Source: an optimization exercise on an open RTL-to-GDS flow (aim: small area, a short achievable clock period and few clock cycles per item). Production flows keep margins and buffers that such runs may drop.
In this exercise RTL edits were held to simulation tests only and were not proved equivalent to the original.

## design/flow/flow/run.sh

```bash
#!/bin/bash
# Layout flow: the standard flow (standard.sh) with these changes:
#  - synthesis: each module is mapped on its own (SYNTH_HIERARCHICAL=1; all
#    registers sit in the top module, so their names are the standard ones) and
#    ABC maps with flow/map.abc (the standard speed script without ABC's own
#    buffering and sizing; placement's repair buffers and sizes instead).
#    Registers are mapped before ABC, exactly as in the standard synthesis.
#  - timing repair aims SETUP_SLACK_MARGIN below the clock period.
#  - clock tree: smaller buffers, no dummy loads.
# Each tool's full output stays in orfs/logs/; make's output in standard_flow.log.
set -euo pipefail
W=$PWD
MARGIN=7.4
CTS="-sink_clustering_enable -repair_clock_nets -dont_use_dummy_load -buf_list sky130_fd_sc_hd__clkbuf_8 -sink_clustering_size 14 -sink_clustering_max_diameter 60"
EXTRA=(BUFFER_PORTS_ARGS="-buffer_cell sky130_fd_sc_hd__buf_1")
sed 's|^source \$::env(SCRIPTS_DIR)/synth_preamble.tcl$|&\nset abc_args [lreplace $abc_args 1 1 '"$W"'/flow/map.abc]|' \
	"$FLOW_HOME/scripts/synth.tcl" > "$W/map_synth.tcl"
grep -q "flow/map.abc" "$W/map_synth.tcl"
sed 's|^source \$::env(SCRIPTS_DIR)/synth.tcl$|source '"$W"'/map_synth.tcl|' "$W/synth_recipe.tcl" > "$W/map_synth_recipe.tcl"
grep -q "map_synth.tcl" "$W/map_synth_recipe.tcl"
bash standard.sh SYNTH_SCRIPT="$W/map_synth_recipe.tcl" SYNTH_HIERARCHICAL=1 \
	SETUP_SLACK_MARGIN="$MARGIN" CTS_ARGS="$CTS" "${EXTRA[@]}" \
	finish > standard_flow.log 2>&1
```

## design/flow/flow/map.abc

```
&get -n
&st
&dch
&nf
&put
```

## design/flow/standard.sh

```bash
#!/bin/bash
# synth_recipe.tcl (not shown) runs the flow's synth.tcl, then flattens the netlist and writes it again
# the make line also repeats each setting of config.mk as NAME=value (left out here)
make -C /OpenROAD-flow-scripts/flow DESIGN_CONFIG=/design/flow/config.mk WORK_HOME=/design/flow/orfs CLKGATE_MAP_FILE= SYNTH_SCRIPT=/design/flow/synth_recipe.tcl "${@:-finish}"
```

## design/flow/config.mk

```make
export PLATFORM = sky130hd
export DESIGN_NAME = astar_open_sort_top
export DESIGN_NICKNAME = astar_open_sort_top
export VERILOG_FILES = /design/flow/design.v
export SDC_FILE = /design/flow/constraint.sdc
export NUM_CORES = 4
export LEC_CHECK = 0
export CAP_MARGIN = 20
export CORE_MARGIN = 2
export CORE_UTILIZATION = 40
export SLEW_MARGIN = 20
```

## design/flow/constraint.sdc

```tcl
create_clock -name core_clock -period 13.0 [get_ports {Clk}]
set_input_delay 2.6000 -clock core_clock [delete_from_list [all_inputs] [get_ports {Clk}]]
set_output_delay 2.6000 -clock core_clock [all_outputs]
set_load 0.01 [all_outputs]
```

## design/flow/design.v

```verilog
package astar_pkg;
	typedef union packed
	{
		logic [2*8-1:0] raw;
		struct packed
		{
			logic [8-1:0] x;    
			logic [8-1:0] y;    
		} coord;
	} node_word_u;
endpackage
`timescale 1ns/1ps
module octile_hilo (
	input  logic [8-1:0] ax,
	input  logic [8-1:0] ay,
	input  logic [8-1:0] bx,
	input  logic [8-1:0] by,
	output logic [8-1:0] d_hi,
	output logic [8-1:0] d_lo
);
	logic [8:0]   sx, sy;
	logic [8-1:0] dx, dy;
	logic                sw;
	assign sx   = {1'b0, ax} - {1'b0, bx};
	assign sy   = {1'b0, ay} - {1'b0, by};
	assign dx   = sx[8] ? -sx[8-1:0] : sx[8-1:0];
	assign dy   = sy[8] ? -sy[8-1:0] : sy[8-1:0];
	assign sw   = dx > dy;
	assign d_hi = sw ? dx : dy;
	assign d_lo = sw ? dy : dx;
endmodule
module octile_diag_carry (
	input  logic [8-1:0] lo,
	output logic [1:0]          k
);
	logic [8:0] t;
	assign t = {2'b0, lo[1:0], 5'b0} + {2'b0, lo[2:0], 4'b0} + {2'b0, lo[4:0], 2'b0} + {2'b0, lo[6:0]};
	assign k = t[8:7];
endmodule
module octile_sum (
	input  logic [8-1:0] g_hi,
	input  logic [8-1:0] g_lo,
	input  logic [8-1:0] s_hi,
	input  logic [8-1:0] s_lo,
	output logic [10-1:0]  cost
);
	logic [1:0] g_k, s_k;
	logic [36:0] t_s, t_c;
	logic [10-1:0] row_a, row_b;
	octile_diag_carry i_gk (.lo(g_lo), .k(g_k));
	octile_diag_carry i_sk (.lo(s_lo), .k(s_k));
	assign t_s[0] = g_hi[0] ^ g_lo[2] ^ g_lo[3];
	assign t_c[0] = (g_hi[0] & g_lo[2]) | (g_hi[0] & g_lo[3]) | (g_lo[2] & g_lo[3]);
	assign t_s[1] = g_lo[5] ^ g_lo[7] ^ s_hi[0];
	assign t_c[1] = (g_lo[5] & g_lo[7]) | (g_lo[5] & s_hi[0]) | (g_lo[7] & s_hi[0]);
	assign t_s[2] = s_lo[2] ^ s_lo[3] ^ s_lo[5];
	assign t_c[2] = (s_lo[2] & s_lo[3]) | (s_lo[2] & s_lo[5]) | (s_lo[3] & s_lo[5]);
	assign t_s[3] = s_lo[7] ^ t_s[0] ^ t_s[1];
	assign t_c[3] = (s_lo[7] & t_s[0]) | (s_lo[7] & t_s[1]) | (t_s[0] & t_s[1]);
	assign t_s[4] = t_s[2] ^ t_s[3] ^ g_k[0];
	assign t_c[4] = (t_s[2] & t_s[3]) | (t_s[2] & g_k[0]) | (t_s[3] & g_k[0]);
	assign t_s[5] = g_hi[1] ^ g_lo[3] ^ g_lo[4];
	assign t_c[5] = (g_hi[1] & g_lo[3]) | (g_hi[1] & g_lo[4]) | (g_lo[3] & g_lo[4]);
	assign t_s[6] = g_lo[6] ^ s_hi[1] ^ s_lo[3];
	assign t_c[6] = (g_lo[6] & s_hi[1]) | (g_lo[6] & s_lo[3]) | (s_hi[1] & s_lo[3]);
	assign t_s[7] = s_lo[4] ^ s_lo[6] ^ t_c[0];
	assign t_c[7] = (s_lo[4] & s_lo[6]) | (s_lo[4] & t_c[0]) | (s_lo[6] & t_c[0]);
	assign t_s[8] = t_c[1] ^ t_c[2] ^ t_s[5];
	assign t_c[8] = (t_c[1] & t_c[2]) | (t_c[1] & t_s[5]) | (t_c[2] & t_s[5]);
	assign t_s[9] = t_s[6] ^ t_c[3] ^ t_s[7];
	assign t_c[9] = (t_s[6] & t_c[3]) | (t_s[6] & t_s[7]) | (t_c[3] & t_s[7]);
	assign t_s[10] = t_s[8] ^ t_s[9] ^ g_k[1];
	assign t_c[10] = (t_s[8] & t_s[9]) | (t_s[8] & g_k[1]) | (t_s[9] & g_k[1]);
	assign t_s[11] = s_k[1] ^ t_c[4] ^ t_s[10];
	assign t_c[11] = (s_k[1] & t_c[4]) | (s_k[1] & t_s[10]) | (t_c[4] & t_s[10]);
	assign t_s[12] = g_hi[2] ^ g_lo[4] ^ g_lo[5];
	assign t_c[12] = (g_hi[2] & g_lo[4]) | (g_hi[2] & g_lo[5]) | (g_lo[4] & g_lo[5]);
	assign t_s[13] = g_lo[7] ^ s_hi[2] ^ s_lo[4];
	assign t_c[13] = (g_lo[7] & s_hi[2]) | (g_lo[7] & s_lo[4]) | (s_hi[2] & s_lo[4]);
	assign t_s[14] = s_lo[5] ^ s_lo[7] ^ t_c[5];
	assign t_c[14] = (s_lo[5] & s_lo[7]) | (s_lo[5] & t_c[5]) | (s_lo[7] & t_c[5]);
	assign t_s[15] = t_c[6] ^ t_s[12] ^ t_s[13];
	assign t_c[15] = (t_c[6] & t_s[12]) | (t_c[6] & t_s[13]) | (t_s[12] & t_s[13]);
	assign t_s[16] = t_c[7] ^ t_c[8] ^ t_s[14];
	assign t_c[16] = (t_c[7] & t_c[8]) | (t_c[7] & t_s[14]) | (t_c[8] & t_s[14]);
	assign t_s[17] = t_s[15] ^ t_c[9] ^ t_s[16];
	assign t_c[17] = (t_s[15] & t_c[9]) | (t_s[15] & t_s[16]) | (t_c[9] & t_s[16]);
	assign t_s[18] = t_s[17] ^ t_c[10] ^ t_c[11];
	assign t_c[18] = (t_s[17] & t_c[10]) | (t_s[17] & t_c[11]) | (t_c[10] & t_c[11]);
	assign t_s[19] = g_hi[3] ^ g_lo[5] ^ g_lo[6];
	assign t_c[19] = (g_hi[3] & g_lo[5]) | (g_hi[3] & g_lo[6]) | (g_lo[5] & g_lo[6]);
	assign t_s[20] = s_hi[3] ^ s_lo[5] ^ s_lo[6];
	assign t_c[20] = (s_hi[3] & s_lo[5]) | (s_hi[3] & s_lo[6]) | (s_lo[5] & s_lo[6]);
	assign t_s[21] = t_c[12] ^ t_c[13] ^ t_s[19];
	assign t_c[21] = (t_c[12] & t_c[13]) | (t_c[12] & t_s[19]) | (t_c[13] & t_s[19]);
	assign t_s[22] = t_s[20] ^ t_c[14] ^ t_c[15];
	assign t_c[22] = (t_s[20] & t_c[14]) | (t_s[20] & t_c[15]) | (t_c[14] & t_c[15]);
	assign t_s[23] = t_s[21] ^ t_c[16] ^ t_s[22];
	assign t_c[23] = (t_s[21] & t_c[16]) | (t_s[21] & t_s[22]) | (t_c[16] & t_s[22]);
	assign t_s[24] = t_c[17] ^ t_s[23] ^ t_c[18];
	assign t_c[24] = (t_c[17] & t_s[23]) | (t_c[17] & t_c[18]) | (t_s[23] & t_c[18]);
	assign t_s[25] = g_hi[4] ^ g_lo[6] ^ g_lo[7];
	assign t_c[25] = (g_hi[4] & g_lo[6]) | (g_hi[4] & g_lo[7]) | (g_lo[6] & g_lo[7]);
	assign t_s[26] = s_hi[4] ^ s_lo[6] ^ s_lo[7];
	assign t_c[26] = (s_hi[4] & s_lo[6]) | (s_hi[4] & s_lo[7]) | (s_lo[6] & s_lo[7]);
	assign t_s[27] = t_c[19] ^ t_c[20] ^ t_s[25];
	assign t_c[27] = (t_c[19] & t_c[20]) | (t_c[19] & t_s[25]) | (t_c[20] & t_s[25]);
	assign t_s[28] = t_s[26] ^ t_c[21] ^ t_s[27];
	assign t_c[28] = (t_s[26] & t_c[21]) | (t_s[26] & t_s[27]) | (t_c[21] & t_s[27]);
	assign t_s[29] = t_c[22] ^ t_s[28] ^ t_c[23];
	assign t_c[29] = (t_c[22] & t_s[28]) | (t_c[22] & t_c[23]) | (t_s[28] & t_c[23]);
	assign t_s[30] = g_hi[5] ^ g_lo[7] ^ s_hi[5];
	assign t_c[30] = (g_hi[5] & g_lo[7]) | (g_hi[5] & s_hi[5]) | (g_lo[7] & s_hi[5]);
	assign t_s[31] = s_lo[7] ^ t_c[25] ^ t_c[26];
	assign t_c[31] = (s_lo[7] & t_c[25]) | (s_lo[7] & t_c[26]) | (t_c[25] & t_c[26]);
	assign t_s[32] = t_s[30] ^ t_c[27] ^ t_s[31];
	assign t_c[32] = (t_s[30] & t_c[27]) | (t_s[30] & t_s[31]) | (t_c[27] & t_s[31]);
	assign t_s[33] = t_c[28] ^ t_s[32] ^ t_c[29];
	assign t_c[33] = (t_c[28] & t_s[32]) | (t_c[28] & t_c[29]) | (t_s[32] & t_c[29]);
	assign t_s[34] = g_hi[6] ^ s_hi[6] ^ t_c[30];
	assign t_c[34] = (g_hi[6] & s_hi[6]) | (g_hi[6] & t_c[30]) | (s_hi[6] & t_c[30]);
	assign t_s[35] = t_c[31] ^ t_s[34] ^ t_c[32];
	assign t_c[35] = (t_c[31] & t_s[34]) | (t_c[31] & t_c[32]) | (t_s[34] & t_c[32]);
	assign t_s[36] = g_hi[7] ^ s_hi[7] ^ t_c[34];
	assign t_c[36] = (g_hi[7] & s_hi[7]) | (g_hi[7] & t_c[34]) | (s_hi[7] & t_c[34]);
	assign row_a = {1'b0, t_c[36], t_c[35], t_c[33], t_s[33], t_c[24], t_s[24], t_s[18], t_s[11], s_k[0]};
	assign row_b = {1'b0, 1'b0, t_s[36], t_s[35], 1'b0, t_s[29], 1'b0, 1'b0, 1'b0, t_s[4]};
	assign cost  = row_a + row_b;
endmodule
`timescale 1ns/1ps
module list_entry_next #(
	parameter int W = 2*8 + 10
) (
	input  logic [W-1:0] q,
	input  logic [W-1:0] q_prev,
	input  logic [W-1:0] q_next,
	input  logic [W-1:0] q_new,
	input  logic         s_pop,
	input  logic         s_sh,
	input  logic         s_new,
	input  logic         s_hold,
	output logic [W-1:0] d
);
	assign d = ({W{s_pop}} & q_next) | ({W{s_sh}} & q_prev) | ({W{s_new}} & q_new) | ({W{s_hold}} & q);
endmodule
module cost_greater (
	input  logic [10-1:0] a,
	input  logic [10-1:0] b_n,
	output logic               gt
);
	logic [10:0] g;
	always_comb
	begin
		g[0] = 1'b0;
		for (int k = 0; k < 10; k++)
			g[k+1] = (a[k] & b_n[k]) | ((a[k] | b_n[k]) & g[k]);
	end
	assign gt = g[10];
endmodule
`timescale 1ns/1ps
module astar_open_sort_top (
	input  logic                Clk,
	input  logic                Reset,
	input  logic                node_valid,
	output logic                node_ready,
	input  logic [8-1:0] node_x,
	input  logic [8-1:0] node_y,
	input  logic [8-1:0] start_x,
	input  logic [8-1:0] start_y,
	input  logic [8-1:0] goal_x,
	input  logic [8-1:0] goal_y,
	input  logic                sort_start,
	output logic                out_valid,
	input  logic                out_ready,
	output logic [8-1:0] out_x,
	output logic [8-1:0] out_y,
	output logic [10-1:0]  out_cost,
	output logic                out_last,
	output logic                busy
);
	localparam int N  = 16;
	localparam int EW = 2*8 + 10;    
	logic                a_v;
	logic [8-1:0] a_x, a_y;
	logic [8-1:0] a_ghi, a_glo, a_shi, a_slo;
	logic                b_v;
	logic [8-1:0] b_x, b_y;
	logic [10-1:0]  b_c;
	logic [8-1:0] e_x [N];
	logic [8-1:0] e_y [N];
	logic [10-1:0]  e_c [N];
	logic [5-1:0] cnt;         
	logic                busy_r;      
	logic                ne_r;        
	logic                blk_r;       
	logic                accept;
	logic                pop;
	logic                done;
	logic                start_go;
	logic [5-1:0] cnt_n;
	logic [N-1:0]        v;           
	logic                busy_n;
	logic [N-1:0]        gt;          
	assign start_go   = sort_start & ne_r;
	assign busy       = busy_r | start_go;
	assign node_ready = ~(blk_r | start_go);
	assign accept     = node_valid & node_ready;
	assign out_valid  = busy_r;
	assign out_x      = e_x[0];
	assign out_y      = e_y[0];
	assign out_cost   = e_c[0];
	assign out_last   = busy_r & (cnt[5-1:1] == '0);
	assign pop        = busy_r & out_ready;
	assign done       = pop & (cnt[5-1:1] == '0);
	always_comb
	begin
		if (pop)
			cnt_n = cnt - 1'b1;
		else if (b_v)
			cnt_n = cnt + 1'b1;
		else
			cnt_n = cnt;
		for (int i = 0; i < N; i++)
			v[i] = cnt > i;
		busy_n = busy_r ? ~done : start_go;
	end
	always_ff @(posedge Clk or posedge Reset)
	begin
		if (Reset)
		begin
			a_v    <= 1'b0;
			b_v    <= 1'b0;
			cnt    <= '0;
			busy_r <= 1'b0;
			ne_r   <= 1'b0;
			blk_r  <= 1'b0;
		end
		else
		begin
			a_v    <= accept;
			b_v    <= a_v;
			cnt    <= cnt_n;
			busy_r <= busy_n;
			ne_r   <= (cnt_n != '0) | accept | a_v;
			blk_r  <= busy_n | (({1'b0, cnt_n} + accept + a_v) >= N);
		end
	end
	logic [8-1:0] ghi, glo, shi, slo;
	logic [10-1:0]  cost;
	octile_hilo i_goal  (.ax(node_x), .ay(node_y), .bx(goal_x),  .by(goal_y),  .d_hi(ghi), .d_lo(glo));
	octile_hilo i_start (.ax(node_x), .ay(node_y), .bx(start_x), .by(start_y), .d_hi(shi), .d_lo(slo));
	octile_sum  i_sum   (.g_hi(a_ghi), .g_lo(a_glo), .s_hi(a_shi), .s_lo(a_slo), .cost(cost));
	always_ff @(posedge Clk)
	begin
		a_x   <= node_x;
		a_y   <= node_y;
		a_ghi <= ghi;
		a_glo <= glo;
		a_shi <= shi;
		a_slo <= slo;
		b_x   <= a_x;
		b_y   <= a_y;
		b_c   <= cost;
	end
	logic [EW-1:0] e_q [N];
	logic [EW-1:0] e_d [N];
	logic [EW-1:0] b_e;
	logic [N-1:0]  c_gt;
	logic [10-1:0] b_cn;
	logic [N-1:0]  s_pop, s_sh, s_new, s_hold;
	assign b_e = {b_x, b_y, b_c};
	assign b_cn = ~b_c;
	always_comb
		for (int i = 0; i < N; i++)
		begin
			e_q[i]    = {e_x[i], e_y[i], e_c[i]};
			gt[i]     = ~v[i] | c_gt[i];
			s_pop[i]  = pop;
			s_sh[i]   = ~pop & b_v & gt[i] & ((i > 0) ? gt[(i > 0) ? i-1 : 0] : 1'b0);
			s_new[i]  = ~pop & b_v & gt[i] & ((i > 0) ? ~gt[(i > 0) ? i-1 : 0] : 1'b1);
			s_hold[i] = ~pop & ~(b_v & gt[i]);
		end
	for (genvar i = 0; i < N; i++)
	begin : g_entry
		cost_greater i_gt (.a(e_c[i]), .b_n(b_cn), .gt(c_gt[i]));
		list_entry_next i_next (
			.q      (e_q[i]),
			.q_prev ((i > 0)   ? e_q[(i > 0) ? i-1 : 0]     : b_e),
			.q_next ((i < N-1) ? e_q[(i < N-1) ? i+1 : i] : e_q[i]),
			.q_new  (b_e),
			.s_pop  (s_pop[i]),
			.s_sh   (s_sh[i]),
			.s_new  (s_new[i]),
			.s_hold (s_hold[i]),
			.d      (e_d[i])
		);
	end
	always_ff @(posedge Clk)
		for (int i = 0; i < N; i++)
			{e_x[i], e_y[i], e_c[i]} <= e_d[i];
endmodule
```

==> results.py, run 1 <==
metrics = {
    "run_status": {
        "status": "complete, no violations",
    },
    "finish": {
        "area_growth_pct": 12.9,
        "final_cell_mix": "nand2_1 (888), dfxtp_1 (490), a222oi_1 (416)",
        "n_antenna_cell": 0,
        "nNetsFinal": 3082,
        "final_common_cell": "nand2_1",
        "utilization_pct": 45.8,
        "num-fill-cells": 5766,
        "final_layout_size_suffix_gt1_share_pct": 6.38,
        "final_cells": 3673,
    },
    "critical_path": {
        "endpoint_kind": "output pin",
        "crit_required_ns": 10.40,
        "cp_data_arrival_time_ns": 3.00,
        "setup.worst_path.start_class": "primary input",
        "cp_slowest_cell": "a21o_1",
        "worstSetupPathType": "primary input to output pin",
        "path_cells": "buf_6 > a21o_1 > buf_2",
        "critPathMaxFanout": 2,
        "rr_worst_depth": 16,
        "critPathMaxStageDelay_ns": 0.16,
    },
    "global_route": {
        "grt_max_degree": 231,
        "grtUsageTotal_pct": 23.5,
        "grt-ovfl-total": 0,
        "grt_pass1_vias": 21500,
        "grt_first_pass_wirelength_mm": 121,
        "antenna_found_initial": 1,
    },
    "sta": {
        "slew_viol_final": 0,
        "finalHoldViolations": 0,
        "rsz0062_at_grt": "false",
        "fmax_mhz": 179,
        "post-route-period-util_pct": 43.1,
        "tightest_slew_ns": 1.17,
        "setup-tns-final_ns": 0,
        "finalClockSkew_ns": 0.0970,
        "final-setup-viol-count": 0,
        "min_period_ns": 5.60,
        "slew_headroom_pct": 22.3,
    },
    "drt": {
        "drt_wl_total_mm": 75.4,
        "wl_per_cell_um": 20.5,
        "route.detailed.drc": 0,
        "vias": 22900,
        "drt.antenna.violating_nets": 0,
        "drt-initial-drc-count": 3373,
        "via_per_inst": 6.23,
        "firstDrtPassIters": 12,
    },
    "yosys": {
        "synthArstFlopShare_pct": 2.00,
        "synth_area_um2": 24000,
        "avgSynthCellArea_um2": 8.96,
        "synth_edf_count": 0,
        "yosysSeqAreaShare_pct": 41.9,
        "ys_warn_count": 17,
        "ys_seq_elements": 500,
        "synth_cells": 2679,
        "synth_top_flop_cell": "dfxtp_1",
        "synth_cell_types": 52,
    },
    "die": {
        "core-area_um2": 59200,
        "start_util_pct": 40.5,
        "die_w_um": 249,
        "rows": 89,
        "die-area_um2": 62000,
        "top_level_ports": 83,
        "die_h_um": 249,
    },
    "clocking": {
        "cts_buffer_depth": 3,
        "cts_buffers": 49,
        "htreeDepth": 2,
        "cts_tree": "built",
        "path_clk_slew_ns": 0.09,
        "ctsRootBufferMaster": "clkbuf_8",
        "cts_sinks": 500,
        "clkLatencyLatePin_ns": 0.68,
        "cts_hold_repair.buffers": 0,
    },
    "placed_design": {
        "io_buffers": 82,
        "place_congestion": 0.904,
        "dp_hpwl_mm": 52.3,
        "dp.cells": 3609,
    },
    "hold_path": {
        "min_path_cells": 0,
        "worstHoldPathType": "register to register",
    },
    "run": {
        "maxCapViolCount": 0,
    },
}
==> path summary, 6_finish.rpt <==
path                          end  startpoint  slack (ns)
setup reg to reg           b_c[7]    a_glo[1]        7.84
min in group asynchronous    ne_r       Reset        1.83
hold / removal             b_x[3]      a_x[3]        0.31
hold reg to reg            b_x[3]      a_x[3]        0.31
setup / recovery             busy  sort_start        7.40
max in group asynchronous  busy_r       Reset       10.95
==> final cells by class <==
type,count,area (µm²),share of cell area [%]
Clock buffer,49,674,2.49
Sequential cell,500,10100,37.1
Inverter,145,557,2.05
Multi-Input combinational cell,2059,14000,51.7
Tap cell,773,967,3.57
Timing Repair Buffer,147,843,3.11
==> state kept, by name, summed over array words and instances, names as in the netlist <==
name,cells
a_ghi,8
a_glo,8
a_shi,8
a_slo,8
a_v,1
a_x,8
a_y,8
b_c,10
b_v,1
b_x,8
b_y,8
blk_r,1
busy_r,1
cnt,5
e_c,160
e_x,128
e_y,128
ne_r,1
==> per-module statistics from Yosys, one instance, submodules excluded <==
module	cells inside	area (µm²)	flops+latches
cost_greater	16	98.8	0
octile_hilo	170	1240	0
list_entry_next	78	455	0
octile_sum	111	1140	0
astar_open_sort_top	660	11000	500
octile_diag_carry	32	270	0
==> through the flow <==
step                      worst slack, ns  instance area, µm²  hold slack, ns
after floorplan                      7.42               24300           0.310
after global placement               6.91               26100           0.312
after detailed placement             6.77               26100           0.312
after CTS                            7.39               26800           0.308
after global routing                 7.37               27100           0.309
final                                7.40               27100           0.313
==> layer usage <==
layer	wire, µm	GRT usage, %	up-vias
met5	0	0	-
met4	1940	7.31	0
met3	5150	3.15	106
met2	34900	38.8	868
met1	33500	32.0	11100
li1	-	-	10800
==> cell usage after synthesis, types with 10 or more instances <==
cell | instances | area, µm²
xnor2_1 | 35 | 307
o211ai_1 | 21 | 158
nand2_1 | 888 | 3330
o22a_1 | 16 | 140
nor2_1 | 80 | 300
a22oi_1 | 32 | 240
a222oi_1 | 416 | 4160
a21oi_1 | 92 | 460
clkinv_1 | 145 | 544
dfxtp_1 | 490 | 9810
nor3_1 | 22 | 110
o22ai_1 | 34 | 213
a22o_1 | 32 | 280
a211oi_1 | 17 | 128
ha_1 | 76 | 951
mux2i_1 | 30 | 300
nand3_1 | 13 | 65.1
o21ai_0 | 40 | 200
fa_1 | 51 | 1020
dfrtp_1 | 10 | 250
xor2_1 | 26 | 228
nand4_1 | 11 | 68.8
==> what timing repair did <==
action,CTS,global route
pin swaps,1,9
buffers inserted,1,14
setup endpoints to repair,1,34
resized for setup,2,28
==> critical path, delay by kind of cell <==
| family | cells | cell delay [ns] |
|---|---|---|
| AO/OA/AOI/OAI | 1 | 0.16 |
| buffers and inverters | 2 | 0.24 |
==> kinds of logic after synthesis <==
group	count (synthesis)	share of synthesized area [%]
and+or+nand+nor	1072	17.8
xor gates and xnor gates	61	2.22
other	1	0.0156
AOI/OAI and AO/OA	743	26.4
buffers and inverters	145	2.27
muxes	30	1.25
adders and majority gates	127	8.21
DFF	500	41.9
Testbench counts, summed over its fixed seeds: cycles 29,278, batches 1,280.
==> run 2, diff against run 1 <==
--- a/design/flow/flow/run.sh
+++ b/design/flow/flow/run.sh
@@ -1,6 +1,7 @@
 #!/bin/bash
 # Layout flow: the standard flow (standard.sh) with these changes:
-#  - synthesis: each module is mapped on its own (SYNTH_HIERARCHICAL=1; all
+#  - synthesis: Yosys's synth runs without its generic ABC pass (-noabc), so
+#    the adder extraction sees the full adders as written; each module is mapped on its own (SYNTH_HIERARCHICAL=1; all
 #    registers sit in the top module, so their names are the standard ones) and
 #    ABC maps with flow/map.abc (the standard speed script without ABC's own
 #    buffering and sizing; placement's repair buffers and sizes instead).
@@ -16,8 +17,11 @@
 sed 's|^source \$::env(SCRIPTS_DIR)/synth_preamble.tcl$|&\nset abc_args [lreplace $abc_args 1 1 '"$W"'/flow/map.abc]|' \
 	"$FLOW_HOME/scripts/synth.tcl" > "$W/map_synth.tcl"
 grep -q "flow/map.abc" "$W/map_synth.tcl"
-sed 's|^source \$::env(SCRIPTS_DIR)/synth.tcl$|source '"$W"'/map_synth.tcl|' "$W/synth_recipe.tcl" > "$W/map_synth_recipe.tcl"
+sed -e 's|^source \$::env(SCRIPTS_DIR)/synth.tcl$|source '"$W"'/map_synth.tcl|' \
+	-e 's|^proc synth {args} { yosys synth -nofsm -noshare {\*}\$args }$|proc synth {args} { yosys synth -nofsm -noshare -noabc {*}$args }|' \
+	"$W/synth_recipe.tcl" > "$W/map_synth_recipe.tcl"
 grep -q "map_synth.tcl" "$W/map_synth_recipe.tcl"
+grep -q -- "-noabc" "$W/map_synth_recipe.tcl"
 bash standard.sh SYNTH_SCRIPT="$W/map_synth_recipe.tcl" SYNTH_HIERARCHICAL=1 \
 	SETUP_SLACK_MARGIN="$MARGIN" CTS_ARGS="$CTS" "${EXTRA[@]}" \
 	finish > standard_flow.log 2>&1
--- a/design/flow/config.mk
+++ b/design/flow/config.mk
@@ -7,5 +7,5 @@
 export LEC_CHECK = 0
 export CAP_MARGIN = 20
 export CORE_MARGIN = 2
-export CORE_UTILIZATION = 40
+export CORE_UTILIZATION = 50
 export SLEW_MARGIN = 20
==> run 2 against run 1 <==
Compared with the run above:
- still clean
- maximum frequency about the same
- non-clock buffer count is 3 lower
- critical path depth unchanged
- global-route usage up 4.8 points
- first-iteration DRC count fell by 2.3%
- worst setup slack lost 0.0040 ns
- clock skew fell by 0.024 ns
- sequential share of layout area rose by 0.85 points
- sequential cell count unchanged
- synthesized area fell by 0.99%
- highest routed layer unchanged
==> results.py, run 2 <==
metrics = {
    "run_status": {
        "status": "complete, no violations",
    },
    "finish": {
        "ff_latch_area_um2": 10100,
        "multi_input_area_um2": 13900,
        "final_layout_size_suffix_gt1_share_pct": 6.01,
        "num-fill-cells": 4301,
        "nNetsFinal": 3014,
        "final_common_cell": "nand2_1",
        "final_cell_mix": "nand2_1 (893), dfxtp_1 (490), a222oi_1 (416)",
        "final_cells": 3436,
        "utilization_pct": 56.7,
        "area_growth_pct": 11.4,
        "n_antenna_cell": 0,
        "largest_reg_flops": 160,
    },
    "sta": {
        "finalClockSkew_ns": 0.0729,
        "min_period_ns": 5.60,
        "slew_headroom_pct": 20.2,
        "slew_viol_final": 0,
        "post-route-period-util_pct": 43.1,
        "finalHoldViolations": 0,
        "setup-tns-final_ns": 0,
        "fmax_mhz": 178,
        "tightest_slew_ns": 1.20,
        "hold_ws_ns": 0.309,
        "rsz0062_at_grt": "true",
        "final-setup-viol-count": 0,
    },
    "clocking": {
        "ctsRootBufferMaster": "clkbuf_8",
        "cts_buffers": 45,
        "cts_sinks": 500,
        "path_clk_slew_ns": 0.09,
        "cts_tree": "built",
        "clkLatencyLatePin_ns": 0.68,
        "cts_buffer_depth": 3,
        "htreeDepth": 2,
    },
    "critical_path": {
        "critPathMaxFanout": 2,
        "setup.worst_path.start_class": "primary input",
        "cp_data_arrival_time_ns": 3.00,
        "worstReg2RegStart": "a_glo[4]",
        "crit_required_ns": 10.40,
        "startpoint": "sort_start",
        "endpoint_kind": "output pin",
        "worstSetupPathType": "primary input to output pin",
    },
    "yosys": {
        "synth_area_um2": 23800,
        "synth_edf_count": 0,
        "ys_seq_elements": 500,
        "synth_cell_types": 48,
        "synthArstFlopShare_pct": 2.00,
        "synth_area_leader_cell": "dfxtp_1",
        "synth_common_cells": "nand2_1 (893), dfxtp_1 (490), a222oi_1 (416)",
        "yosysSeqAreaShare_pct": 42.3,
        "avgSynthCellArea_um2": 9.08,
        "synth_most_common_cell": "nand2_1",
        "synth_top_area_share_pct": 41.3,
        "synth_top_flop_cell": "dfxtp_1",
        "synth_cells": 2619,
        "synth_top_cells_by_area": "dfxtp_1 (41%), a222oi_1 (18%), nand2_1 (14%), fa_1 (4.4%), ha_1 (4.1%)",
        "ys_warn_count": 17,
    },
    "die": {
        "die-area_um2": 49300,
        "top_level_ports": 83,
        "die_w_um": 222,
        "core-area_um2": 46800,
        "rows": 79,
        "die_h_um": 222,
        "start_util_pct": 50.9,
    },
    "drt": {
        "drt-initial-drc-count": 3297,
        "drt_wl_total_mm": 72.0,
        "drt.antenna.violating_nets": 0,
        "route.detailed.drc": 0,
        "firstDrtPassIters": 15,
        "wl_per_cell_um": 20.9,
        "vias": 22300,
        "via_per_inst": 6.50,
    },
    "global_route": {
        "grtUsageTotal_pct": 28.3,
        "grt_pass1_vias": 22300,
        "grt_first_pass_wirelength_mm": 117,
        "grt-ovfl-total": 0,
        "antenna_found_initial": 1,
        "grt_max_degree": 229,
    },
    "placed_design": {
        "place_congestion": 0.917,
        "dp.cells": 3378,
        "dp_hpwl_mm": 51.4,
        "io_buffers": 82,
    },
    "hold_path": {
        "min-delay-start": "a_x[6]",
        "worstHoldPathType": "register to register",
    },
    "run": {
        "maxCapViolCount": 0,
    },
}
[run 2: modules after synthesis (local to each module, per instance)]
module | cells | area [µm²] | times used | flops+latches
list_entry_next | 78 | 455 | 16 | 0
octile_sum | 66 | 957 | 1 | 0
octile_hilo | 174 | 1260 | 2 | 0
cost_greater | 16 | 98.8 | 16 | 0
octile_diag_carry | 22 | 240 | 2 | 0
astar_open_sort_top | 657 | 11000 | 1 | 500
[run 2: per-stage QoR]
stage	worst slack (ns)	cell area, µm²
4_1_cts	7.41	26200
3_3_place_gp	6.80	25500
6_report	7.40	26500
3_5_place_dp	6.71	25600
2_1_floorplan	7.41	24000
5_1_grt	7.37	26500
[run 2: repair_timing]
action | in CTS | in global routing
endpoints found under the setup margin | 2 | 34
buffers inserted | 0 | 13
hold buffers | 0 | 0
pin swaps | 0 | 14
resized for setup | 2 | 32
[run 2: kinds of logic after synthesis]
family | synth area share, %
simple gates | 17.9
flops | 42.3
xor+xnor | 2.25
fa+ha+maj | 8.48
mux | 1.18
other cells | 0.0158
compound gates | 26.6
buf+inv | 1.26
[run 2: worst max-delay path, cell delays in order]
cell and delay [ns]:
buf_6 0.09, a21o_1 0.18, buf_2 0.14
[run 2: worst paths after layout]
check	cells past startpoint	end	slack, ns
min in group asynchronous	2	b_v	1.84
worst max register to register	14	b_c[8]	8.00
max in group asynchronous	2	cnt[2]	10.94
worst min-delay path	0	b_x[6]	0.31
worst min register to register	0	b_x[6]	0.31
worst max-delay path	3	busy	7.40
[run 2: per-layer routing]
| layer | global-route usage, % | up-vias | wire (µm) |
|---|---|---|---|
| li1 | - | 10600 | - |
| met1 | 35.9 | 10900 | 30900 |
| met2 | 49.5 | 723 | 36000 |
| met3 | 3.30 | 127 | 3340 |
| met4 | 10.4 | 0 | 1800 |
| met5 | 0 | - | 0 |
[run 2: final cells by class]
type | count | share of cell area, %
Multi-Input combinational cell | 2068 | 52.6
Sequential cell | 500 | 38.0
Timing Repair Buffer | 144 | 3.13
Tap cell | 607 | 2.87
Clock buffer | 45 | 2.34
Inverter | 72 | 1.07
==> run 3, diff against run 2 <==
--- a/design/flow/config.mk
+++ b/design/flow/config.mk
@@ -7,5 +7,6 @@
 export LEC_CHECK = 0
 export CAP_MARGIN = 20
 export CORE_MARGIN = 2
-export CORE_UTILIZATION = 50
+export CORE_UTILIZATION = 40
+export PLACE_DENSITY = 0.75
 export SLEW_MARGIN = 20
==> run 3 against run 2 <==
Compared with the run above:
- core utilization is 11 points lower
- register-to-register slack worse by 0.10 ns
- cell count grew 5.1%
- worst setup slack better by 0.0071 ns
- highest routed layer unchanged
- count of clock-buffer cells in the layout down 2
- design area rose by 1.2%
- maximum frequency grew 0.13%
- critical endpoint unchanged
- synthesized area unchanged
- via count rose by 0.87%
- clock skew rose by 0.0060 ns
- sequential cell count unchanged
==> results.py, run 3 <==
metrics = {
    "run_status": {
        "status": "complete, no violations",
    },
    "die": {
        "start_util_pct": 40.4,
        "die-area_um2": 61400,
        "die_h_um": 248,
        "rows": 89,
        "core-area_um2": 58900,
        "die_w_um": 248,
        "top_level_ports": 83,
    },
    "finish": {
        "area_growth_pct": 12.7,
        "final_common_cell": "nand2_1",
        "final_cell_mix": "nand2_1 (893), dfxtp_1 (490), a222oi_1 (416)",
        "largest_reg_flops": 160,
        "num-fill-cells": 5547,
        "nNetsFinal": 3023,
        "final_layout_size_suffix_gt1_share_pct": 6.98,
    },
    "global_route": {
        "grt_max_degree": 238,
        "grt_pass1_vias": 21100,
        "use_met3_pct": 2.49,
        "top_usage_layer": "met2",
        "use_met2_pct": 34.4,
        "antenna_found_initial": 1,
        "grt-ovfl-total": 0,
        "grt_first_pass_wirelength_mm": 111,
        "grtUsageTotal_pct": 21.5,
        "grtUsageMet1_pct": 30.9,
    },
    "drt": {
        "firstDrtPassIters": 13,
        "drt.antenna.violating_nets": 0,
        "via_per_inst": 6.24,
        "vias": 22500,
        "drt_wl_total_mm": 68.3,
        "route.detailed.drc": 0,
        "drt-initial-drc-count": 3648,
        "wl_per_cell_um": 18.9,
    },
    "placed_design": {
        "io_buffers": 82,
        "dp_hpwl_mm": 46.6,
        "place_congestion": 0.879,
        "preCtsSetupSlack_ns": 6.68,
    },
    "yosys": {
        "yosysSeqAreaShare_pct": 42.3,
        "synth_common_cells": "nand2_1 (893), dfxtp_1 (490), a222oi_1 (416)",
        "synth_area_leader_cell": "dfxtp_1",
        "synthArstFlopShare_pct": 2.00,
        "synth_area_um2": 23800,
        "synth_edf_count": 0,
        "synth_top_cells_by_area": "dfxtp_1 (41%), a222oi_1 (18%), nand2_1 (14%), fa_1 (4.4%), ha_1 (4.1%)",
        "synth_top_flop_cell": "dfxtp_1",
        "synth_cells": 2619,
        "ys_warn_count": 17,
        "synth_top_area_share_pct": 41.3,
        "synth_most_common_cell": "nand2_1",
        "synth_cell_types": 48,
        "avgSynthCellArea_um2": 9.08,
        "ys_seq_elements": 500,
    },
    "sta": {
        "min_period_ns": 5.60,
        "slew_viol_final": 0,
        "tightest_slew_ns": 1.18,
        "fmax_mhz": 179,
        "setup_slack_ns": 7.40,
        "finalClockSkew_ns": 0.0789,
        "setup-tns-final_ns": 0,
        "post-route-period-util_pct": 43.1,
        "final-setup-viol-count": 0,
        "finalHoldViolations": 0,
        "slew_headroom_pct": 21.3,
        "rsz0062_at_grt": "true",
    },
    "critical_path": {
        "rr_worst_depth": 13,
        "critPathMaxFanout": 2,
        "r2r-end": "b_c[8]",
        "reg2reg_slack_ns": 7.90,
        "critPathMaxStageDelay_ns": 0.16,
        "path_cells": "buf_6 > a21o_1 > buf_2",
        "cp_slowest_cell": "a21o_1",
        "cp_data_arrival_time_ns": 3.00,
        "worstSetupPathType": "primary input to output pin",
        "crit_required_ns": 10.40,
        "worstReg2RegStart": "a_glo[3]",
        "setup.worst_path.start_class": "primary input",
        "endpoint_kind": "output pin",
    },
    "hold_path": {
        "min-delay-start": "a_y[4]",
        "holdPathEnd": "b_y[4]",
        "worstHoldPathType": "register to register",
        "min_path_cells": 0,
    },
    "clocking": {
        "cts_tree": "built",
        "htreeDepth": 2,
        "clkLatencyLatePin_ns": 0.66,
        "cts_sinks": 500,
        "path_clk_slew_ns": 0.08,
        "ctsRootBufferMaster": "clkbuf_8",
        "cts_buffer_depth": 3,
        "cts_buffers": 43,
        "cts_hold_repair.buffers": 0,
    },
    "run": {
        "maxCapViolCount": 0,
    },
}
-- run 3: cell counts after synthesis --
No cell type changed its count.
-- run 3: logic make-up after synthesis --
logic type / after synthesis / share of synthesized area, %
simple gates: 1080 / 17.9
xor+xnor: 61 / 2.25
mux: 28 / 1.18
fa+ha+maj: 130 / 8.48
compound gates: 743 / 26.6
other cells: 1 / 0.0158
flops: 500 / 42.3
buf+inv: 76 / 1.26
-- run 3: layout make-up --
class | count | area, µm² | share of cell area [%]
tap | 773 | 967 | 3.61
antenna | 1 | 2.50 | 0.00933
inverter | 72 | 283 | 1.05
multi-input combinational | 2071 | 14000 | 52.3
timing repair buffer | 152 | 880 | 3.28
clock buffer | 43 | 592 | 2.21
sequential | 500 | 10100 | 37.5
-- run 3: how the worst max path moves through the flow --
stage	end	slack, ns	startpoint
finish	busy	7.40	sort_start
global route	a_ghi[7]	7.33	node_y[0]
CTS	busy	7.40	sort_start
detailed placement	a_slo[1]	6.68	node_y[1]
global placement	a_slo[1]	6.79	node_x[0]
floorplan	a_ghi[1]	7.41	node_x[0]
-- run 3: routing by layer --
layer	part of all wire, %	vias up
li1	-	10600
met1	46	10900
met2	45	902
met3	7.1	88
met4	1.7	0
met5	0	-
-- run 3: critical path, delay by kind of cell --
family,cells,cell delay [ns]
buf+inv,2,0.24
compound gates,1,0.16
-- run 3: per-module statistics from Yosys, one instance, submodules excluded --
module               times used  cell area [µm²]  flip-flops and latches
octile_sum                    1              957                       0
octile_diag_carry             2              240                       0
octile_hilo                   2             1260                       0
astar_open_sort_top           1            11000                     500
cost_greater                 16             98.8                       0
list_entry_next              16              455                       0
-- run 3: stage by stage --
step,instances,cell area [µm²],hold slack (ns),utilization (%)
CTS,3586,26300,0.301,44.7
floorplan,2644,24000,0.310,-
finish,3612,26800,0.290,45.5
detailed placement,3542,25700,0.312,43.6
global route,3612,26800,0.288,45.5
global placement,3542,25700,0.311,43.6
-- run 3: repair_timing --
item                       4_1_cts  5_1_grt
setup endpoints to repair       16       34
gates resized for setup          4       56
pin swaps                        2       24
setup buffers                    1       21
cloned                           0        3
==> run 4, diff against run 3 <==
--- a/design/flow/config.mk
+++ b/design/flow/config.mk
@@ -8,5 +8,4 @@
 export CAP_MARGIN = 20
 export CORE_MARGIN = 2
 export CORE_UTILIZATION = 40
-export PLACE_DENSITY = 0.75
 export SLEW_MARGIN = 20
==> run 4 against run 3 <==
Compared with the run above:
- count of clock-buffer cells in the layout is 4 higher
- synthesized area stayed put
- die area stayed put
- non-clock buffer count is 17 lower
- sequential share of layout area is 0.15 points higher
- first-iteration DRC count is 13% lower
- critical path type unchanged
- via count is 0.89% lower
- critical endpoint unchanged
- register-to-register slack worse by 0.09 ns
==> results.py, run 4 <==
metrics = {
    "sta": {
        "post-route-period-util_pct": 42.9,
        "final-setup-viol-count": 0,
        "setup-tns-final_ns": 0,
        "finalClockSkew_ns": 0.0879,
        "min_period_ns": 5.58,
        "slew_headroom_pct": 17.3,
        "finalHoldViolations": 0,
        "hold_ws_ns": 0.311,
        "fmax_mhz": 179,
        "tightest_slew_ns": 1.24,
        "slew_viol_final": 0,
        "rsz0062_at_grt": "false",
    },
    "clocking": {
        "ctsRootBufferMaster": "clkbuf_8",
        "cts_hold_repair.buffers": 0,
        "cts_sinks": 500,
        "path_clk_slew_ns": 0.08,
        "clkLatencyLatePin_ns": 0.68,
        "htreeDepth": 2,
        "cts_buffers": 47,
        "cts_tree": "built",
        "cts_buffer_depth": 3,
    },
    "drt": {
        "vias": 22300,
        "route.detailed.drc": 0,
        "firstDrtPassIters": 17,
        "drt_wl_total_mm": 74.4,
        "wl_per_cell_um": 20.7,
        "via_per_inst": 6.21,
        "drt-initial-drc-count": 3176,
        "drt.antenna.violating_nets": 0,
    },
    "finish": {
        "final_cells": 3596,
        "stdcell_area_um2": 26700,
        "final_common_cell": "nand2_1",
        "final_cell_mix": "nand2_1 (893), dfxtp_1 (490), a222oi_1 (416)",
        "nNetsFinal": 3007,
        "final_layout_size_suffix_gt1_share_pct": 5.95,
        "num-fill-cells": 5633,
        "area_growth_pct": 12.3,
        "largest_reg_flops": 160,
    },
    "die": {
        "die-area_um2": 61400,
        "core-area_um2": 58900,
        "rows": 89,
        "top_level_ports": 83,
        "die_w_um": 248,
        "die_h_um": 248,
        "start_util_pct": 40.4,
    },
    "yosys": {
        "synth_area_leader_cell": "dfxtp_1",
        "avgSynthCellArea_um2": 9.08,
        "synth_top_flop_cell": "dfxtp_1",
        "synth_common_cells": "nand2_1 (893), dfxtp_1 (490), a222oi_1 (416)",
        "synth_edf_count": 0,
        "synth_cell_types": 48,
        "synth_area_um2": 23800,
        "ys_seq_elements": 500,
        "yosysSeqAreaShare_pct": 42.3,
        "synth_most_common_cell": "nand2_1",
        "synth_top_cells_by_area": "dfxtp_1 (41%), a222oi_1 (18%), nand2_1 (14%), fa_1 (4.4%), ha_1 (4.1%)",
        "synth_top_area_share_pct": 41.3,
        "ys_warn_count": 17,
        "synth_cells": 2619,
        "synthArstFlopShare_pct": 2.00,
    },
    "global_route": {
        "grt_first_pass_wirelength_mm": 118,
        "grt_max_degree": 241,
        "grt_pass1_vias": 22100,
        "grt-ovfl-total": 0,
        "grtUsageTotal_pct": 23.5,
        "antenna_found_initial": 1,
    },
    "hold_path": {
        "worstHoldPathType": "register to register",
    },
    "critical_path": {
        "worstSetupPathType": "primary input to output pin",
        "cp_data_arrival_time_ns": 2.98,
        "crit_required_ns": 10.40,
        "critPathMaxFanout": 2,
        "endpoint_kind": "output pin",
        "setup.worst_path.start_class": "primary input",
    },
    "placed_design": {
        "io_buffers": 82,
        "dp.cells": 3543,
        "placed_area_um2": 25700,
        "dp_hpwl_mm": 52.0,
        "place_congestion": 0.900,
    },
    "run": {
        "maxCapViolCount": 0,
    },
    "run_status": {
        "status": "complete, no violations",
    },
}
==> run 4: cell counts after synthesis <==
No cell type changed its count.
==> run 4: layer usage <==
metal / share of wire [%] / global-route usage (%) / vias up / wire length, µm
li1: - / - / 10600 / -
met1: 40 / 27.9 / 10900 / 30100
met2: 52 / 43.1 / 743 / 38600
met3: 4.9 / 3.04 / 143 / 3620
met4: 2.7 / 8.45 / 0 / 2030
met5: 0 / 0 / - / 0
==> run 4: kinds of logic after synthesis <==
| logic type | after synthesis | synth area share, % |
|---|---|---|
| other | 1 | 0.0158 |
| adders and majority gates | 130 | 8.48 |
| buffers and inverters | 76 | 1.26 |
| and+or+nand+nor | 1080 | 17.9 |
| xor gates and xnor gates | 61 | 2.25 |
| AOI/OAI and AO/OA | 743 | 26.6 |
| DFF | 500 | 42.3 |
| muxes | 28 | 1.18 |
==> run 4: metrics by stage <==
stage               utilization [%]  setup WS [ns]
floorplan                         -           7.41
global placement               43.6           6.80
detailed placement             43.6           6.62
CTS                            44.8           7.41
global route                   45.3           7.37
finish                         45.3           7.42
==> run 4: worst paths after layout <==
path	endpoint	slack, ns	cells after the start	start
setup / recovery	busy	7.42	3	sort_start
hold / removal	b_x[7]	0.31	0	a_x[7]
setup reg to reg	b_c[8]	7.81	14	a_glo[4]
hold reg to reg	b_x[7]	0.31	0	a_x[7]
max in group asynchronous	b_v	10.94	2	Reset
min in group asynchronous	cnt[2]	1.82	2	Reset
==> run 4: final cells by class <==
| type | instances | area (µm²) | area share, % |
|---|---|---|---|
| Antenna cell | 1 | 2.50 | 0.00937 |
| Sequential cell | 500 | 10100 | 37.7 |
| Inverter | 72 | 283 | 1.06 |
| Clock buffer | 47 | 647 | 2.42 |
| Timing Repair Buffer | 135 | 757 | 2.83 |
| Multi-Input combinational cell | 2068 | 14000 | 52.4 |
| Tap cell | 773 | 967 | 3.62 |
==> run 4: repair_timing <==
| item | in CTS | in global routing |
|---|---|---|
| resized for setup | 3 | 40 |
| setup buffers | 0 | 5 |
| pin swaps | 2 | 7 |
| endpoints found under the setup margin | 22 | 34 |
==> run 4: per-module statistics from Yosys, one instance, submodules excluded <==
module               cells  flops+latches  times used
octile_sum              66              0           1
astar_open_sort_top    657            500           1
cost_greater            16              0          16
list_entry_next         78              0          16
octile_hilo            174              0           2
octile_diag_carry       22              0           2
==> run 4: worst max-delay path, cell delays in order <==
cell	delay [ns]
buf_6	0.10
a21o_1	0.16
clkbuf_2	0.12
==> run 5, diff against run 4 <==
--- a/design/flow/design.v
+++ b/design/flow/design.v
@@ -10,24 +10,21 @@
 	} node_word_u;
 endpackage
 `timescale 1ns/1ps
-module octile_hilo (
+module octile_diff (
 	input  logic [8-1:0] ax,
 	input  logic [8-1:0] ay,
 	input  logic [8-1:0] bx,
 	input  logic [8-1:0] by,
-	output logic [8-1:0] d_hi,
-	output logic [8-1:0] d_lo
+	output logic [8-1:0] dx,
+	output logic [8-1:0] dy,
+	output logic                sw
 );
 	logic [8:0]   sx, sy;
-	logic [8-1:0] dx, dy;
-	logic                sw;
-	assign sx   = {1'b0, ax} - {1'b0, bx};
-	assign sy   = {1'b0, ay} - {1'b0, by};
-	assign dx   = sx[8] ? -sx[8-1:0] : sx[8-1:0];
-	assign dy   = sy[8] ? -sy[8-1:0] : sy[8-1:0];
-	assign sw   = dx > dy;
-	assign d_hi = sw ? dx : dy;
-	assign d_lo = sw ? dy : dx;
+	assign sx = {1'b0, ax} - {1'b0, bx};
+	assign sy = {1'b0, ay} - {1'b0, by};
+	assign dx = sx[8] ? -sx[8-1:0] : sx[8-1:0];
+	assign dy = sy[8] ? -sy[8-1:0] : sy[8-1:0];
+	assign sw = dx > dy;
 endmodule
 module octile_diag_carry (
 	input  logic [8-1:0] lo,
@@ -38,12 +35,19 @@
 	assign k = t[8:7];
 endmodule
 module octile_sum (
-	input  logic [8-1:0] g_hi,
-	input  logic [8-1:0] g_lo,
-	input  logic [8-1:0] s_hi,
-	input  logic [8-1:0] s_lo,
+	input  logic [8-1:0] g_dx,
+	input  logic [8-1:0] g_dy,
+	input  logic                g_sw,
+	input  logic [8-1:0] s_dx,
+	input  logic [8-1:0] s_dy,
+	input  logic                s_sw,
 	output logic [10-1:0]  cost
 );
+	logic [8-1:0] g_hi, g_lo, s_hi, s_lo;
+	assign g_hi = g_sw ? g_dx : g_dy;
+	assign g_lo = g_sw ? g_dy : g_dx;
+	assign s_hi = s_sw ? s_dx : s_dy;
+	assign s_lo = s_sw ? s_dy : s_dx;
 	logic [1:0] g_k, s_k;
 	logic [36:0] t_s, t_c;
 	logic [10-1:0] row_a, row_b;
@@ -182,7 +186,8 @@
 	localparam int EW = 2*8 + 10;    
 	logic                a_v;
 	logic [8-1:0] a_x, a_y;
-	logic [8-1:0] a_ghi, a_glo, a_shi, a_slo;
+	logic [8-1:0] a_gdx, a_gdy, a_sdx, a_sdy;
+	logic                a_gsw, a_ssw;
 	logic                b_v;
 	logic [8-1:0] b_x, b_y;
 	logic [10-1:0]  b_c;
@@ -245,19 +250,22 @@
 			blk_r  <= busy_n | (({1'b0, cnt_n} + accept + a_v) >= N);
 		end
 	end
-	logic [8-1:0] ghi, glo, shi, slo;
+	logic [8-1:0] gdx, gdy, sdx, sdy;
+	logic                gsw, ssw;
 	logic [10-1:0]  cost;
-	octile_hilo i_goal  (.ax(node_x), .ay(node_y), .bx(goal_x),  .by(goal_y),  .d_hi(ghi), .d_lo(glo));
-	octile_hilo i_start (.ax(node_x), .ay(node_y), .bx(start_x), .by(start_y), .d_hi(shi), .d_lo(slo));
-	octile_sum  i_sum   (.g_hi(a_ghi), .g_lo(a_glo), .s_hi(a_shi), .s_lo(a_slo), .cost(cost));
+	octile_diff i_goal  (.ax(node_x), .ay(node_y), .bx(goal_x),  .by(goal_y),  .dx(gdx), .dy(gdy), .sw(gsw));
+	octile_diff i_start (.ax(node_x), .ay(node_y), .bx(start_x), .by(start_y), .dx(sdx), .dy(sdy), .sw(ssw));
+	octile_sum  i_sum   (.g_dx(a_gdx), .g_dy(a_gdy), .g_sw(a_gsw), .s_dx(a_sdx), .s_dy(a_sdy), .s_sw(a_ssw), .cost(cost));
 	always_ff @(posedge Clk)
 	begin
 		a_x   <= node_x;
 		a_y   <= node_y;
-		a_ghi <= ghi;
-		a_glo <= glo;
-		a_shi <= shi;
-		a_slo <= slo;
+		a_gdx <= gdx;
+		a_gdy <= gdy;
+		a_gsw <= gsw;
+		a_sdx <= sdx;
+		a_sdy <= sdy;
+		a_ssw <= ssw;
 		b_x   <= a_x;
 		b_y   <= a_y;
 		b_c   <= cost;
--- a/design/flow/flow/run.sh
+++ b/design/flow/flow/run.sh
@@ -12,7 +12,7 @@
 set -euo pipefail
 W=$PWD
 MARGIN=7.4
-CTS="-sink_clustering_enable -repair_clock_nets -dont_use_dummy_load -buf_list sky130_fd_sc_hd__clkbuf_8 -sink_clustering_size 14 -sink_clustering_max_diameter 60"
+CTS="-sink_clustering_enable -repair_clock_nets -dont_use_dummy_load -buf_list sky130_fd_sc_hd__clkbuf_4 -sink_clustering_size 8 -sink_clustering_max_diameter 40"
 EXTRA=(BUFFER_PORTS_ARGS="-buffer_cell sky130_fd_sc_hd__buf_1")
 sed 's|^source \$::env(SCRIPTS_DIR)/synth_preamble.tcl$|&\nset abc_args [lreplace $abc_args 1 1 '"$W"'/flow/map.abc]|' \
 	"$FLOW_HOME/scripts/synth.tcl" > "$W/map_synth.tcl"
==> run 5 against run 4 <==
Compared with the run above:
- still clean on timing, DRC and antenna
- via count is 1.1% higher
- worst setup slack better by 0.011 ns
- global-route usage is 0.51 points lower
- sequential share of layout area is 0.37 points higher
- highest routed layer unchanged
==> results.py, run 5 <==
metrics = {
    "sta": {
        "tightest_slew_ns": 1.14,
        "slew_headroom_pct": 24.3,
        "final-setup-viol-count": 0,
        "fmax_mhz": 180,
        "finalHoldViolations": 0,
        "setup-tns-final_ns": 0,
        "post-route-period-util_pct": 42.8,
        "finalClockSkew_ns": 0.0690,
        "rsz0062_at_grt": "false",
        "slew_viol_final": 0,
        "min_period_ns": 5.57,
    },
    "yosys": {
        "synth_common_cells": "nand2_1 (891), dfxtp_1 (492), a222oi_1 (416)",
        "yosysSeqAreaShare_pct": 42.1,
        "synth_top_flop_cell": "dfxtp_1",
        "synth_cell_types": 49,
        "synth_most_common_cell": "nand2_1",
        "ys_warn_count": 17,
        "synthArstFlopShare_pct": 1.99,
        "synth_area_leader_cell": "dfxtp_1",
        "synth_edf_count": 0,
        "synth_area_um2": 24000,
        "synth_cells": 2623,
        "avgSynthCellArea_um2": 9.15,
        "synth_top_area_share_pct": 41.0,
        "synth_top_cells_by_area": "dfxtp_1 (41%), a222oi_1 (17%), nand2_1 (14%), fa_1 (4.3%), ha_1 (4.1%)",
        "ys_seq_elements": 502,
    },
    "clocking": {
        "path_clk_slew_ns": 0.07,
        "ctsRootBufferMaster": "clkbuf_4",
        "cts_tree": "built",
        "cts_setup_buffers": 0,
        "htreeDepth": 3,
        "cts_sinks": 502,
        "cts_buffer_depth": 3,
        "cts_buffers": 85,
        "clkLatencyLatePin_ns": 0.86,
        "cts_hold_repair.buffers": 0,
    },
    "critical_path": {
        "crit_buf_inv": 2,
        "cp_slowest_cell": "a21o_1",
        "cpLargestDelayFamily": "buffers and inverters",
        "reg2reg_slack_ns": 7.72,
        "rr_worst_depth": 15,
        "endpoint_kind": "output pin",
        "cp_data_arrival_time_ns": 2.97,
        "path_cells": "buf_6 > a21o_1 > buf_1",
        "critPathMaxStageDelay_ns": 0.15,
        "crit_required_ns": 10.40,
        "r2r-end": "b_c[8]",
        "critPathMaxFanout": 2,
        "worstSetupPathType": "primary input to output pin",
        "worstReg2RegStart": "a_gsw",
        "setup.worst_path.start_class": "primary input",
    },
    "die": {
        "rows": 89,
        "core-area_um2": 59100,
        "die_w_um": 249,
        "start_util_pct": 40.6,
        "die_h_um": 249,
        "die-area_um2": 62000,
        "top_level_ports": 83,
    },
    "hold_path": {
        "worstHoldPathType": "register to register",
        "holdPathEnd": "b_x[4]",
        "min_path_cells": 0,
        "min-delay-start": "a_x[4]",
    },
    "global_route": {
        "grt_max_degree": 228,
        "grt_first_pass_wirelength_mm": 119,
        "grt-ovfl-total": 0,
        "antenna_found_initial": 4,
        "grt_pass1_vias": 22800,
        "grtUsageTotal_pct": 23.0,
    },
    "drt": {
        "drt_wl_total_mm": 73.8,
        "drt-initial-drc-count": 3107,
        "vias": 22600,
        "via_per_inst": 6.21,
        "wl_per_cell_um": 20.3,
        "drt.antenna.violating_nets": 0,
        "route.detailed.drc": 0,
        "firstDrtPassIters": 15,
    },
    "finish": {
        "area_growth_pct": 10.6,
        "largest_reg_flops": 160,
        "utilization_pct": 44.9,
        "nNetsFinal": 3045,
        "final_common_cell": "nand2_1",
        "stdcell_area_um2": 26600,
        "num-fill-cells": 5731,
        "final_cells": 3639,
        "final_cell_mix": "nand2_1 (891), dfxtp_1 (491), a222oi_1 (416)",
        "final_layout_size_suffix_gt1_share_pct": 5.84,
    },
    "placed_design": {
        "io_buffers": 82,
        "placed_area_um2": 25800,
        "dp_hpwl_mm": 51.7,
        "dp.cells": 3548,
        "place_congestion": 0.891,
    },
    "run": {
        "maxCapViolCount": 0,
    },
    "run_status": {
        "status": "complete, no violations",
    },
}
==> run 5: worst register-to-register path: stages (launching register included) <==
cell	delay, ns
dfxtp_4	0.47
mux2_1	0.46
fa_1	0.57
fa_1	0.43
ha_1	0.34
a21oi_1	0.15
o21ai_0	0.11
xor2_1	0.18
fa_1	0.45
fa_1	0.39
fa_1	0.40
fa_1	0.38
ha_1	0.36
nand2_1	0.09
o311ai_1	0.29
xnor2_1	0.15
==> run 5: per-layer routing <==
metal | up-vias | track usage (%) | routed length [µm]
li1 | 10700 | - | -
met5 | - | 0 | 0
met1 | 10900 | 27.0 | 30000
met2 | 758 | 41.5 | 37600
met3 | 169 | 3.62 | 3800
met4 | 0 | 9.52 | 2350
==> run 5: layout make-up <==
type                            instances  area (µm²)  area share [%]
Clock buffer                           85         638            2.40
Sequential cell                       502       10100            38.1
Tap cell                              773         967            3.64
Timing Repair Buffer                  135         718            2.70
Antenna cell                            6        15.0          0.0565
Multi-Input combinational cell       2080       13900            52.3
Inverter                               58         230           0.867
==> run 5: Yosys stat by module, one instance, submodules excluded <==
module,flops+latches,cells inside,cell area [µm²],times used
astar_open_sort_top,502,659,11000,1
octile_diff,0,159,1170,2
list_entry_next,0,78,455,16
cost_greater,0,16,98.8,16
octile_diag_carry,0,22,240,2
octile_sum,0,98,1320,1
==> run 5: cell families after synthesis <==
| group | count (synthesis) | synth area share [%] |
|---|---|---|
| flip-flops | 502 | 42.1 |
| other | 1 | 0.0156 |
| buffers and inverters | 66 | 1.16 |
| AO/OA/AOI/OAI | 747 | 26.5 |
| XOR/XNOR | 77 | 2.81 |
| AND/OR/NAND/NOR | 1068 | 17.6 |
| multiplexers | 32 | 1.50 |
| adder cells (fa/ha/maj) | 130 | 8.40 |
==> run 5: per-stage QoR <==
stage	worst slack, ns	hold WS (ns)
after global routing	7.41	0.329
after floorplan	7.58	0.310
final	7.43	0.328
after global placement	7.29	0.310
after detailed placement	7.20	0.312
after CTS	7.40	0.329
==> run 5: worst max path at each step <==
stage,start,endpoint,slack [ns],depth (start not counted)
after floorplan,sort_start,node_ready,7.58,1
after global placement,node_y[0],a_ssw,7.29,13
after detailed placement,node_y[0],a_ssw,7.20,13
after CTS,sort_start,node_ready,7.40,3
after global routing,sort_start,node_ready,7.41,3
final,sort_start,busy,7.43,3
==> run 5: repair_timing <==
action	CTS	global route
setup endpoints to repair	2	4
pin swaps	0	1
gates resized for setup	1	8
Testbench counts of run 5, summed over its fixed seeds: cycles 29,278, batches 1,280.
==> run 6, diff against run 5 <==
--- a/design/flow/flow/run.sh
+++ b/design/flow/flow/run.sh
@@ -11,8 +11,8 @@
 # Each tool's full output stays in orfs/logs/; make's output in standard_flow.log.
 set -euo pipefail
 W=$PWD
-MARGIN=7.4
-CTS="-sink_clustering_enable -repair_clock_nets -dont_use_dummy_load -buf_list sky130_fd_sc_hd__clkbuf_4 -sink_clustering_size 8 -sink_clustering_max_diameter 40"
+MARGIN=7.5
+CTS="-sink_clustering_enable -repair_clock_nets -dont_use_dummy_load -buf_list sky130_fd_sc_hd__clkbuf_8 -sink_clustering_size 14 -sink_clustering_max_diameter 60"
 EXTRA=(BUFFER_PORTS_ARGS="-buffer_cell sky130_fd_sc_hd__buf_1")
 sed 's|^source \$::env(SCRIPTS_DIR)/synth_preamble.tcl$|&\nset abc_args [lreplace $abc_args 1 1 '"$W"'/flow/map.abc]|' \
 	"$FLOW_HOME/scripts/synth.tcl" > "$W/map_synth.tcl"
==> run 6 against run 5 <==
Compared with the run above:
- clock skew is 0.0014 ns higher
- still clean on timing, DRC and antenna
- critical endpoint unchanged
- first-iteration DRC count is 2.4% higher
- maximum frequency is 0.11% lower
==> results.py, run 6 <==
metrics = {
    "sta": {
        "slew_viol_final": 0,
        "slew_headroom_pct": 25.7,
        "finalHoldViolations": 0,
    },
    "global_route": {
        "antenna_found_initial": 2,
        "grt_first_pass_wirelength_mm": 118,
        "grtUsageTotal_pct": 22.8,
        "grt_max_degree": 228,
        "grt_pass1_vias": 22400,
    },
    "critical_path": {
        "setup.worst_path.start_class": "primary input",
        "critPathMaxFanout": 2,
        "worstSetupPathType": "primary input to output pin",
        "reg2reg_slack_ns": 7.72,
        "startpoint": "sort_start",
        "crit_end": "busy",
        "r2r-end": "b_c[8]",
        "worstReg2RegStart": "a_gsw",
        "cp_data_arrival_time_ns": 2.98,
    },
    "clocking": {
        "htreeDepth": 2,
        "ctsRootBufferMaster": "clkbuf_8",
        "path_clk_slew_ns": 0.09,
        "cts_buffers": 47,
        "cts_hold_repair.buffers": 0,
        "cts_buffer_depth": 3,
    },
    "drt": {
        "firstDrtPassIters": 15,
        "route.detailed.drc": 0,
        "drt.antenna.violating_nets": 0,
        "drt_wl_total_mm": 73.4,
        "drt-initial-drc-count": 3182,
        "wl_per_cell_um": 20.4,
    },
    "placed_design": {
        "place_congestion": 0.891,
        "io_buffers": 82,
    },
    "yosys": {
        "ys_seq_elements": 502,
        "avgSynthCellArea_um2": 9.15,
        "synth_common_cells": "nand2_1 (891), dfxtp_1 (492), a222oi_1 (416)",
        "ys_warn_count": 17,
        "synth_cells": 2623,
        "yosysSeqAreaShare_pct": 42.1,
        "synth_area_leader_cell": "dfxtp_1",
    },
    "finish": {
        "nNetsFinal": 3007,
        "final_common_cell": "nand2_1",
        "largest_reg_flops": 160,
        "final_cell_mix": "nand2_1 (891), dfxtp_1 (491), a222oi_1 (416)",
    },
    "die": {
        "die_w_um": 249,
        "die_h_um": 249,
        "core-area_um2": 59100,
    },
    "run_status": {
        "status": "complete, no violations",
    },
}
run 6: cell counts after synthesis:
No cell type changed its count.
run 6: cell families after synthesis:
kind of cell / share of synthesized area [%]
compound gates: 26.5
buf+inv: 1.16
simple gates: 17.6
fa+ha+maj: 8.40
other cells: 0.0156
flops: 42.1
mux: 1.50
xor+xnor: 2.81
run 6: worst min path at each step:
stage / startpoint / slack, ns / to / cells past startpoint
after floorplan: a_x[0] / 0.31 / b_x[0] / 0
after global placement: a_x[4] / 0.31 / b_x[4] / 0
after detailed placement: a_x[4] / 0.31 / b_x[4] / 0
after CTS: a_y[7] / 0.31 / b_y[7] / 0
after global routing: a_y[7] / 0.32 / b_y[7] / 0
final: a_y[7] / 0.31 / b_y[7] / 0
run 6: layout make-up:
class	instances	area, µm²
multi-input cells	2080	13900
repair buffers	135	719
flip-flops and latches	502	10100
fillers	5699	32600
inverters	58	230
clock buffers	47	647
well taps	773	967
run 6: repair_timing:
item / 4_1_cts / 5_1_grt
endpoints found under the setup margin: 7 / 7
pin swaps: 1 / 1
gates resized for setup: 5 / 5
hold endpoints to repair: 0 / 0
run 6: per-layer routing:
metal  global-route usage (%)  up-vias
met5                        0        -
met4                     8.35        0
met3                     2.68      139
met2                     41.7      771
met1                     27.2    10900
li1                         -    10600
run 6: per-stage QoR:
stage / hold WS, ns / area, µm² / util (%) / worst slack (ns)
finish: 0.313 / 26600 / 44.9 / 7.42
global route: 0.321 / 26600 / 44.9 / 7.41
CTS: 0.311 / 26500 / 44.8 / 7.43
detailed placement: 0.312 / 25800 / 43.7 / 7.20
global placement: 0.310 / 25800 / 43.7 / 7.29
floorplan: 0.310 / 24100 / - / 7.58
run 6: worst max-delay path, stage by stage:
cell	delay (ns)
buf_6	0.10
a21o_1	0.16
clkbuf_2	0.12
run 6: per-module statistics from Yosys, one instance, submodules excluded:
module,cell area (µm²),copies in the design,flops+latches
octile_diff,1170,2,0
cost_greater,98.8,16,0
octile_sum,1320,1,0
octile_diag_carry,240,2,0
list_entry_next,455,16,0
astar_open_sort_top,11000,1,502

[port drivers added, routing unchanged]
The flow's constraints put no driver on any port. The routed layouts listed below were extracted and timed again, unchanged, in two steps.
Step 1 assumes that a clkbuf_16 drives the clock port and a buf_2 every other input.
Step 2 times the ports against the registers' clock, not the clock port: input delays grow and output delays shrink by t, the midpoint of the rising clock arrivals with the driver on.
a / b / c = ideal / step 1 / step 2; a / b = the first two.
| run | t (ns) | setup slack, ns | worst data-port slew with drivers (ns) |
|---|---|---|---|
| run 1 | 0.694 | 7.399 / 7.364 / 6.866 | 0.04 |
| run 2 | 0.696 | 7.395 / 7.364 / 6.911 | 0.06 |
| run 3 | 0.674 | 7.402 / 7.371 / 6.805 | 0.05 |
| run 4 | 0.698 | 7.418 / 7.386 / 6.855 | 0.04 |
| run 5 | 0.879 | 7.430 / 7.393 / 7.161 | 0.05 |
| run 6 | 0.678 | 7.424 / 7.388 / 7.119 | 0.04 |
After both steps every run listed still meets setup and hold. The setup slack of run 3, which loses most, moves by -0.031 ns with the drivers and by -0.597 ns with both steps.
